Source: an optimization exercise on an open RTL-to-GDS flow (aim: small area, a short achievable clock period and few clock cycles per item). Production flows keep margins and buffers that such runs may drop. At most, simulation tests tie the RTL to the original design; equivalence was not proved.

// sha256_stream_core
module sha256_stream_core (
    input  logic         clk,
    input  logic         rst,
    input  logic         valid_in,
    output logic         ready_in,
    input  logic         first_in,
    input  logic         last_in,
    input  logic [511:0] data_in,
    output logic [255:0] data_out,
    output logic         valid_out,
    output logic         busy
);
Size: about 6800 cells after synthesis, roughly 780 I/O pins, ~69000 um2 of cells after synthesis.
Settings: LEC_CHECK=0, CAP_MARGIN=10, CORE_MARGIN=2, CORE_UTILIZATION=40, CTS_BUF_LIST=sky130_fd_sc_hd__clkbuf_8, CTS_CLUSTER_DIAMETER=60, CTS_CLUSTER_SIZE=12, SETUP_SLACK_MARGIN=3.75, SLEW_MARGIN=10, TNS_END_PERCENT=1; clock period 8.0 ns.
standard.sh (not shown) runs the stock make flow with config.mk's settings and CLKGATE_MAP_FILE= SYNTH_SCRIPT=/design/flow/synth_recipe.tcl, a recipe that flattens the netlist after the stock synthesis.
==> flow/flow/run.sh <==
#!/bin/bash
set -o pipefail
export BUFFER_PORTS_ARGS="-buffer_cell sky130_fd_sc_hd__buf_1"
bash standard.sh > standard_flow.log 2>&1
The baseline passed the timing, DRC and antenna checks.
Testbench counts at the start, summed over its fixed seeds: cycles 16,208, blocks 253.
==> next run, changes <==
SETUP_SLACK_MARGIN = 3.5   (was 3.75)
Clock skew is lower by 11 ps.
Synthesized area does not change.
Via count is higher by 0.38%.
Wire length is lower by about 5%.
Die area does not change.
Global-route usage is lower by 1.9 points.
Worst setup slack gains 140 ps.
==> next run, changes <==
CAP_MARGIN = 20   (was 10)
SLEW_MARGIN = 20   (was 10)
The changed run ran to the end with no violations.
Utilization stays flat.
Setup slack gets better by 29 ps.
Design area hardly moves.
Via count grows by 0.35%.
==> next run, changes <==
==> flow/run.sh (new file) <==
#!/bin/bash
# synth_recipe.tcl (not shown) runs the flow's synth.tcl, then flattens the netlist and writes it again
# the make line also repeats each setting of config.mk as NAME=value (left out here)
make -C /OpenROAD-flow-scripts/flow DESIGN_CONFIG=/design/flow/config.mk WORK_HOME=/design/flow/orfs CLKGATE_MAP_FILE= SYNTH_SCRIPT=/design/flow/synth_recipe.tcl finish
CTS_BUF_LIST = not set   (was sky130_fd_sc_hd__clkbuf_8)
CTS_CLUSTER_DIAMETER = not set   (was 60)
CTS_CLUSTER_SIZE = not set   (was 12)
SETUP_SLACK_MARGIN = 4.5   (was 3.5)
TNS_END_PERCENT = not set   (was 1)
removed: flow/flow/run.sh
removed: flow/standard.sh
=> Via count grows by 4.8%; setup slack got worse by 75 ps; routed wire length rose by about 8%; flip-flop and latch count stays the same; fmax falls by 1.6%; core utilization rises by 9.8 points; final cell count rose by about 4%; worst hold slack degrades by 7.3 ps.

========
sha256_stream_core again, from the RTL that the note above started with.
// sha256_stream_core
module sha256_stream_core (
    input  logic         clk,
    input  logic         rst,
    input  logic         valid_in,
    output logic         ready_in,
    input  logic         first_in,
    input  logic         last_in,
    input  logic [511:0] data_in,
    output logic [255:0] data_out,
    output logic         valid_out,
    output logic         busy
);
    localparam logic [31:0] IV0 = 32'h6a09e667;
    localparam logic [31:0] IV1 = 32'hbb67ae85;
    localparam logic [31:0] IV2 = 32'h3c6ef372;
    localparam logic [31:0] IV3 = 32'ha54ff53a;
    localparam logic [31:0] IV4 = 32'h510e527f;
    localparam logic [31:0] IV5 = 32'h9b05688c;
    localparam logic [31:0] IV6 = 32'h1f83d9ab;
    localparam logic [31:0] IV7 = 32'h5be0cd19;
    localparam logic [31:0] K0  = 32'h428a2f98;
    localparam logic [31:0] Y_IV = IV7 + K0;         
    localparam logic [31:0] Z_IV = IV3 + IV7 + K0;   
    function automatic logic [31:0] k_next(input logic [5:0] idx);
        case (idx)
            6'd0: k_next = 32'h71374491;
            6'd1: k_next = 32'hb5c0fbcf;
            6'd2: k_next = 32'he9b5dba5;
            6'd3: k_next = 32'h3956c25b;
            6'd4: k_next = 32'h59f111f1;
            6'd5: k_next = 32'h923f82a4;
            6'd6: k_next = 32'hab1c5ed5;
            6'd7: k_next = 32'hd807aa98;
            6'd8: k_next = 32'h12835b01;
            6'd9: k_next = 32'h243185be;
            6'd10: k_next = 32'h550c7dc3;
            6'd11: k_next = 32'h72be5d74;
            6'd12: k_next = 32'h80deb1fe;
            6'd13: k_next = 32'h9bdc06a7;
  ...
Settings: LEC_CHECK=0, CAP_MARGIN=10, CORE_MARGIN=2, CORE_UTILIZATION=40, CTS_BUF_LIST=sky130_fd_sc_hd__clkbuf_8, CTS_CLUSTER_DIAMETER=60, CTS_CLUSTER_SIZE=12, GPL_ROUTABILITY_DRIVEN=0, SETUP_SLACK_MARGIN=3.5, SLEW_MARGIN=10, TNS_END_PERCENT=1; clock period 8.0 ns.
==> flow/flow/run.sh <==
#!/bin/bash
set -o pipefail
export BUFFER_PORTS_ARGS="-buffer_cell sky130_fd_sc_hd__buf_1"
bash standard.sh > standard_flow.log 2>&1
Testbench counts at the start, summed over its fixed seeds: cycles 16,208, blocks 253.
Then changed:
--- a/flow/config.mk
+++ b/flow/config.mk
@@ -14,2 +14 @@
-export GPL_ROUTABILITY_DRIVEN = 0
-export SETUP_SLACK_MARGIN = 3.5
+export SETUP_SLACK_MARGIN = 3.25
After rerunning:
- synthesized cell count is unchanged
- die area does not change
- non-clock buffer count fell by 31
Then changed:
--- a/flow/config.mk
+++ b/flow/config.mk
@@ -10 +10 @@
-export CORE_UTILIZATION = 40
+export CORE_UTILIZATION = 47
@@ -14 +14 @@
-export SETUP_SLACK_MARGIN = 3.25
+export SETUP_SLACK_MARGIN = 3.5
Hold slack is worse by 0.0082 ns.
Count of clock-buffer cells in the layout is higher by 7.
Die area went down by about 15%.
Global-route usage rises by 5.3 points.
Cell count went down by 3.7%.
Routed wire length goes down by about 0.8%.
Via count rose by 0.38%.
Setup slack gains 0.055 ns.
Sequential share of layout area barely changes.
Then changed:
==> flow/config.mk (replaced) <==
export PLATFORM = sky130hd
export DESIGN_NAME = sha256_stream_core
export DESIGN_NICKNAME = sha256_stream_core
export VERILOG_FILES = /design/flow/design.v
export SDC_FILE = /design/flow/constraint.sdc
export NUM_CORES = 4
export LEC_CHECK = 0
export CAP_MARGIN = 20
export CORE_MARGIN = 2
export CORE_UTILIZATION = 40
export SETUP_SLACK_MARGIN = 3.5
export SLEW_MARGIN = 20
export TNS_END_PERCENT = 5
After rerunning: The new run finished clean. Via count stays flat. Cell count goes up by 4.8%. Die area goes up by 17%. Clock skew goes up by 0.0085 ns. Area after synthesis stays the same. Clock-buffer cell count goes up by 61. Flip-flop and latch count stays the same.

========
Another version of the RTL of sha256_stream_core (not shown whole).
Size: about 780 I/O pins.
export LEC_CHECK = 0
export CAP_MARGIN = 20
export CORE_MARGIN = 2
export CORE_UTILIZATION = 40
export SETUP_SLACK_MARGIN = 2.0
export SLEW_MARGIN = 20
create_clock -name core_clock -period 8.0 [get_ports {clk}]
Scripts as last shown in full above: flow/flow/run.sh
Testbench counts at the start, summed over its fixed seeds: cycles 16,208, blocks 253.
Next try:
Settings changed: SETUP_SLACK_MARGIN 2.0 to 3.0.
What happened: Via count went up by 1.2%. Cell area rises by 2.5%. Global-route usage decreases by 0.65 points. Die area does not change. Worst setup slack improved by 0.67 ns.
Next try:
Settings changed: SETUP_SLACK_MARGIN 3.0 to 2.5.
Effect: The changed run completed without violations; final cell count is lower by 0.68%; routed wire length is lower by 3.3%; die area stays the same.
Next try:
Settings changed: SETUP_SLACK_MARGIN 2.5 to 4.5.
Outcome: Non-clock buffer count rose by 519. Synthesized cell count stays the same.
Next try:
Settings changed: CTS_BUF_LIST set to sky130_fd_sc_hd__clkbuf_8, CTS_CLUSTER_DIAMETER set to 60, CTS_CLUSTER_SIZE set to 12, SETUP_SLACK_MARGIN 4.5 to 3.5, TNS_END_PERCENT set to 5.
What happened:
- synthesized area does not change
- non-clock buffer count went down by 412
- via count went down by 4.8%
- register-to-register slack improved by 0.03 ns
- hold slack improved by 0.0084 ns
- cell area went down by 13%

========
sha256_stream_core with an RTL version that a note above also has.
For scale: ~6800 cells after synthesis, roughly 1300 flip-flops.
Design sha256_stream_core, start of the top module:
module sha256_stream_core (
    input  logic         clk,
    input  logic         rst,
    input  logic         valid_in,
    output logic         ready_in,
    input  logic         first_in,
    input  logic         last_in,
    input  logic [511:0] data_in,
    output logic [255:0] data_out,
    output logic         valid_out,
    output logic         busy
);
export LEC_CHECK = 0
export CAP_MARGIN = 10
export CORE_MARGIN = 2
export CORE_UTILIZATION = 40
export CTS_BUF_LIST = sky130_fd_sc_hd__clkbuf_8
export CTS_CLUSTER_DIAMETER = 60
export CTS_CLUSTER_SIZE = 12
export SETUP_SLACK_MARGIN = 3.5
export SLEW_MARGIN = 10
export TNS_END_PERCENT = 5
create_clock -name core_clock -period 8.0 [get_ports {clk}]
Scripts as last shown in full above: flow/flow/run.sh
Testbench counts at the start, summed over its fixed seeds: cycles 16,208, blocks 253.
Change:
--- a/flow/config.mk
+++ b/flow/config.mk
@@ -8 +8 @@
-export CAP_MARGIN = 10
+export CAP_MARGIN = 20
@@ -15 +15 @@
-export SLEW_MARGIN = 10
+export SLEW_MARGIN = 20
After rerunning: The changed run produced a clean layout; count of clock-buffer cells in the layout is higher by 2; die area does not change; final area is higher slightly.
Change:
--- a/flow/flow/run.sh
+++ b/flow/flow/run.sh
@@ -3,0 +4 @@
+export CTS_ARGS="-sink_clustering_enable -repair_clock_nets -sink_clustering_size 12 -sink_clustering_max_diameter 60 -buf_list sky130_fd_sc_hd__clkbuf_8 -dont_use_dummy_load"
--- a/flow/config.mk
+++ b/flow/config.mk
@@ -8 +8 @@
-export CAP_MARGIN = 20
+export CAP_MARGIN = 10
@@ -15,2 +15,2 @@
-export SLEW_MARGIN = 20
-export TNS_END_PERCENT = 5
+export SLEW_MARGIN = 10
+export TNS_END_PERCENT = 1
Effect: The new run completed without violations; die area is unchanged; clock-buffer cell count is lower by 11; worst setup slack gets worse by 70 ps; design area goes down by a few percent.
Change:
==> flow/flow/run.sh (replaced) <==
#!/bin/bash
set -o pipefail
export BUFFER_PORTS_ARGS="-buffer_cell sky130_fd_sc_hd__buf_1"
bash standard.sh > standard_flow.log 2>&1
--- a/flow/config.mk
+++ b/flow/config.mk
@@ -8 +8 @@
-export CAP_MARGIN = 10
+export CAP_MARGIN = 20
@@ -13,0 +14 @@
+export PLACE_DENSITY = 0.75
@@ -15,2 +16,2 @@
-export SLEW_MARGIN = 10
-export TNS_END_PERCENT = 1
+export SLEW_MARGIN = 20
+export TNS_END_PERCENT = 5
The new run passed the timing, DRC and antenna checks.
Cell area increases by 0.93%.
Hold slack degrades by 22 ps.
Sequential cell count does not change.
First-iteration DRC count increases by 8.1%.
Worst setup slack degrades by 170 ps.
Die area stays the same.

========
sha256_stream_core again, from the RTL that the note above started with.
## sha256_stream_core
module sha256_stream_core (
    input  logic         clk,
    input  logic         rst,
    input  logic         valid_in,
    output logic         ready_in,
    input  logic         first_in,
    input  logic         last_in,
    input  logic [511:0] data_in,
    output logic [255:0] data_out,
    output logic         valid_out,
    output logic         busy
);
    localparam logic [31:0] IV0 = 32'h6a09e667;
    localparam logic [31:0] IV1 = 32'hbb67ae85;
    localparam logic [31:0] IV2 = 32'h3c6ef372;
    localparam logic [31:0] IV3 = 32'ha54ff53a;
    localparam logic [31:0] IV4 = 32'h510e527f;
    localparam logic [31:0] IV5 = 32'h9b05688c;
    localparam logic [31:0] IV6 = 32'h1f83d9ab;
    localparam logic [31:0] IV7 = 32'h5be0cd19;
    localparam logic [31:0] K0  = 32'h428a2f98;
    localparam logic [31:0] Y_IV = IV7 + K0;         
    localparam logic [31:0] Z_IV = IV3 + IV7 + K0;   
    function automatic logic [31:0] k_next(input logic [5:0] idx);
        case (idx)
            6'd0: k_next = 32'h71374491;
            6'd1: k_next = 32'hb5c0fbcf;
            6'd2: k_next = 32'he9b5dba5;
            6'd3: k_next = 32'h3956c25b;
            6'd4: k_next = 32'h59f111f1;
            6'd5: k_next = 32'h923f82a4;
  ...
export LEC_CHECK = 0
export CAP_MARGIN = 20
export CORE_MARGIN = 2
export CORE_UTILIZATION = 40
export CTS_BUF_LIST = sky130_fd_sc_hd__clkbuf_8
export CTS_CLUSTER_DIAMETER = 60
export CTS_CLUSTER_SIZE = 12
export SETUP_SLACK_MARGIN = 3.0
export SLEW_MARGIN = 20
export TNS_END_PERCENT = 5
create_clock -name core_clock -period 8.0 [get_ports {clk}]
==> flow/flow/run.sh <==
#!/bin/bash
set -o pipefail
export BUFFER_PORTS_ARGS="-buffer_cell sky130_fd_sc_hd__buf_1"
bash standard.sh > standard_flow.log 2>&1
The starting point went through all stages and came out clean.
Testbench counts at the start, summed over its fixed seeds: cycles 16,208, blocks 253.
Change:
==> flow/run.sh (new file) <==
#!/bin/bash
# synth_recipe.tcl (not shown) runs the flow's synth.tcl, then flattens the netlist and writes it again
# the make line also repeats each setting of config.mk as NAME=value (left out here)
make -C /OpenROAD-flow-scripts/flow DESIGN_CONFIG=/design/flow/config.mk WORK_HOME=/design/flow/orfs CLKGATE_MAP_FILE= SYNTH_SCRIPT=/design/flow/synth_recipe.tcl finish
--- a/flow/config.mk
+++ b/flow/config.mk
@@ -7,3 +7,3 @@
 export LEC_CHECK = 0
-export CAP_MARGIN = 20
+export CAP_MARGIN = 10
 export CORE_MARGIN = 2
@@ -13,4 +13,4 @@
 export CTS_CLUSTER_SIZE = 12
-export SETUP_SLACK_MARGIN = 3.0
-export SLEW_MARGIN = 20
-export TNS_END_PERCENT = 5
+export SETUP_SLACK_MARGIN = 3.5
+export SLEW_MARGIN = 10
+export TNS_END_PERCENT = 1
removed: flow/flow/run.sh
removed: flow/standard.sh
The changed run completed with no timing, DRC or antenna violations.
Via count barely changes.
Design area climbs by a little under a tenth.
Wire length goes up slightly.
Worst hold slack hardly moves.
Clock skew is higher by 0.011 ns.
Count of clock-buffer cells in the layout went down by 6.
Cell count barely changes.
Flip-flop and latch count stays the same.
Worst setup slack is better by 0.34 ns.
Change:
==> flow/flow/run.sh (new file) <==
#!/bin/bash
set -o pipefail
export BUFFER_PORTS_ARGS="-buffer_cell sky130_fd_sc_hd__buf_1"
bash standard.sh > standard_flow.log 2>&1
==> flow/standard.sh (new file) <==
#!/bin/bash
# synth_recipe.tcl (not shown) runs the flow's synth.tcl, then flattens the netlist and writes it again
# the make line also repeats each setting of config.mk as NAME=value (left out here)
make -C /OpenROAD-flow-scripts/flow DESIGN_CONFIG=/design/flow/config.mk WORK_HOME=/design/flow/orfs CLKGATE_MAP_FILE= SYNTH_SCRIPT=/design/flow/synth_recipe.tcl "${@:-finish}"
--- a/flow/config.mk
+++ b/flow/config.mk
@@ -7,3 +7,3 @@
 export LEC_CHECK = 0
-export CAP_MARGIN = 10
+export CAP_MARGIN = 20
 export CORE_MARGIN = 2
@@ -14,3 +14,2 @@
 export SETUP_SLACK_MARGIN = 3.5
-export SLEW_MARGIN = 10
-export TNS_END_PERCENT = 1
+export SLEW_MARGIN = 20
removed: flow/run.sh
What happened: The changed run passed the timing, DRC and antenna checks; global-route usage went up by 0.59 points; worst hold slack gains 0.0038 ns; routed wire length went up by a few percent; worst setup slack gains 0.11 ns; non-clock buffer count went up by 126; via count went up by a few percent.

========
Another version of the RTL of sha256_stream_core (not shown whole).
Size: ~1400 flip-flops, ~780 I/O pins, ~69000 sq um of cells after synthesis.
clock: 8.0 ns
lec_check: 0
cap_margin: 10
core_margin: 2
core_utilization: 40
cts_buf_list: sky130_fd_sc_hd__clkbuf_8
cts_cluster_diameter: 60
cts_cluster_size: 12
setup_slack_margin: 3.5
slew_margin: 10
tns_end_percent: 1
==> flow/flow/run.sh <==
#!/bin/bash
set -o pipefail
export BUFFER_PORTS_ARGS="-buffer_cell sky130_fd_sc_hd__buf_1"
bash standard.sh > standard_flow.log 2>&1
The first run passed the timing, DRC and antenna checks.
Rerun with:
==> flow/run.sh (new file) <==
#!/bin/bash
# synth_recipe.tcl (not shown) runs the flow's synth.tcl, then flattens the netlist and writes it again
# the make line also repeats each setting of config.mk as NAME=value (left out here)
make -C /OpenROAD-flow-scripts/flow DESIGN_CONFIG=/design/flow/config.mk WORK_HOME=/design/flow/orfs CLKGATE_MAP_FILE= SYNTH_SCRIPT=/design/flow/synth_recipe.tcl finish
CAP_MARGIN = 20   (was 10)
CORE_UTILIZATION = 55   (was 40)
CTS_BUF_LIST = unset   (was sky130_fd_sc_hd__clkbuf_8)
CTS_CLUSTER_DIAMETER = unset   (was 60)
CTS_CLUSTER_SIZE = unset   (was 12)
SETUP_SLACK_MARGIN = 4.5   (was 3.5)
SLEW_MARGIN = 20   (was 10)
TNS_END_PERCENT = unset   (was 1)
removed: flow/flow/run.sh
removed: flow/standard.sh
Result:
- The changed run completed with no timing, DRC or antenna violations
- fmax grows slightly
- final cell count shrinks slightly
- area after synthesis stays the same
- critical path depth shrinks by 2
- via count grows by roughly a tenth
- utilization grows by 30 points
- setup slack gets better by 0.030 ns
- die area shrinks by a quarter to a third
No run of this note included a check of the RTL's function; only the layout flow was run.

separate check: timing with driven ports:
The results above use ideal ports. As a check the final layouts listed here were re-extracted and re-timed, cells and wires unchanged.
Step 1 (the two cells are an assumption about what drives the block):
set clk [get_ports {clk}]
set_driving_cell -lib_cell sky130_fd_sc_hd__clkbuf_16 $clk
set_driving_cell -lib_cell sky130_fd_sc_hd__buf_2 [delete_from_list [all_inputs] $clk]
Step 2 adds t to the input delays and takes it off the output delays; t is the mean of the earliest and latest rising clock arrival at the registers after step 1. Input paths then give back, and output paths get back, about the clock's delay inside the block.
Three values: ideal ports, drivers, drivers and shift; two values: the first two.
run | t (ns) | slack for setup (ns) | worst setup path after step 2 | worst slew at a driven data input, ns | pins driven straight from the clock port
the first run of note 1 | 1.068 | 3.093 / 3.093 / 2.224 | input to register | 0.24 | 1
the second run of note 1 | 1.041 | 3.228 / 3.228 / 2.764 | input to register | 0.29 | 1
the third run of note 1 | 1.070 | 3.257 / 3.257 / 2.655 | input to register | 0.28 | 1
the fourth run of note 1 | 0.881 | 3.182 / 3.182 / 3.182 | register to register | 0.55 | 1
the first run of note 2 | 1.032 | 3.242 / 3.242 / 2.549 | input to register | 0.29 | 1
the second run of note 2 | 1.069 | 3.053 / 3.053 / 2.371 | input to register | 0.19 | 1
the third run of note 2 | 0.993 | 3.108 / 3.108 / 2.263 | input to register | 0.19 | 1
the fourth run of note 2 | 0.930 | 3.252 / 3.252 / 2.562 | input to register | 0.29 | 1
the first run of note 3 | 0.903 | 2.168 / 2.168 / 1.958 | input to register | 0.29 | 1
the second run of note 3 | 0.870 | 2.837 / 2.837 / 2.380 | input to register | 0.18 | 1
the third run of note 3 | 0.895 | 2.607 / 2.607 / 2.499 | input to register | 0.28 | 1
the fourth run of note 3 | 0.881 | 2.979 / 2.979 / 2.979 | register to register | 0.31 | 1
the fifth run of note 3 | 1.040 | 3.007 / 3.007 / 2.488 | input to register | 0.17 | 1
the first run of note 4 | 1.086 | 3.258 / 3.258 / 2.558 | input to register | 0.29 | 1
the second run of note 4 | 1.070 | 3.251 / 3.251 / 2.727 | input to register | 0.29 | 1
the third run of note 4 | 1.032 | 3.181 / 3.181 / 2.668 | input to register | 0.28 | 1
the fourth run of note 4 | 1.014 | 3.014 / 3.014 / 2.583 | input to register | 0.27 | 1
the first run of note 5 | 1.054 | 2.804 / 2.804 / 2.124 | input to register | 0.17 | 1
the second run of note 5 | 1.039 | 3.149 / 3.149 / 2.349 | input to register | 0.22 | 1
the third run of note 5 | 1.038 | 3.255 / 3.255 / 2.611 | input to register | 0.23 | 1
the first run of note 6 | 1.063 | 2.924 / 2.924 / 2.396 | input to register | 0.13 | 1
the second run of note 6 | 0.883 | 2.954 / 2.954 / 2.954 | register to register | 0.18 | 1
After both steps every run listed still meets setup and hold. For the first run of note 1, which loses most, drivers alone change the setup slack by 0.000 ns; drivers and shift together by -0.869 ns.
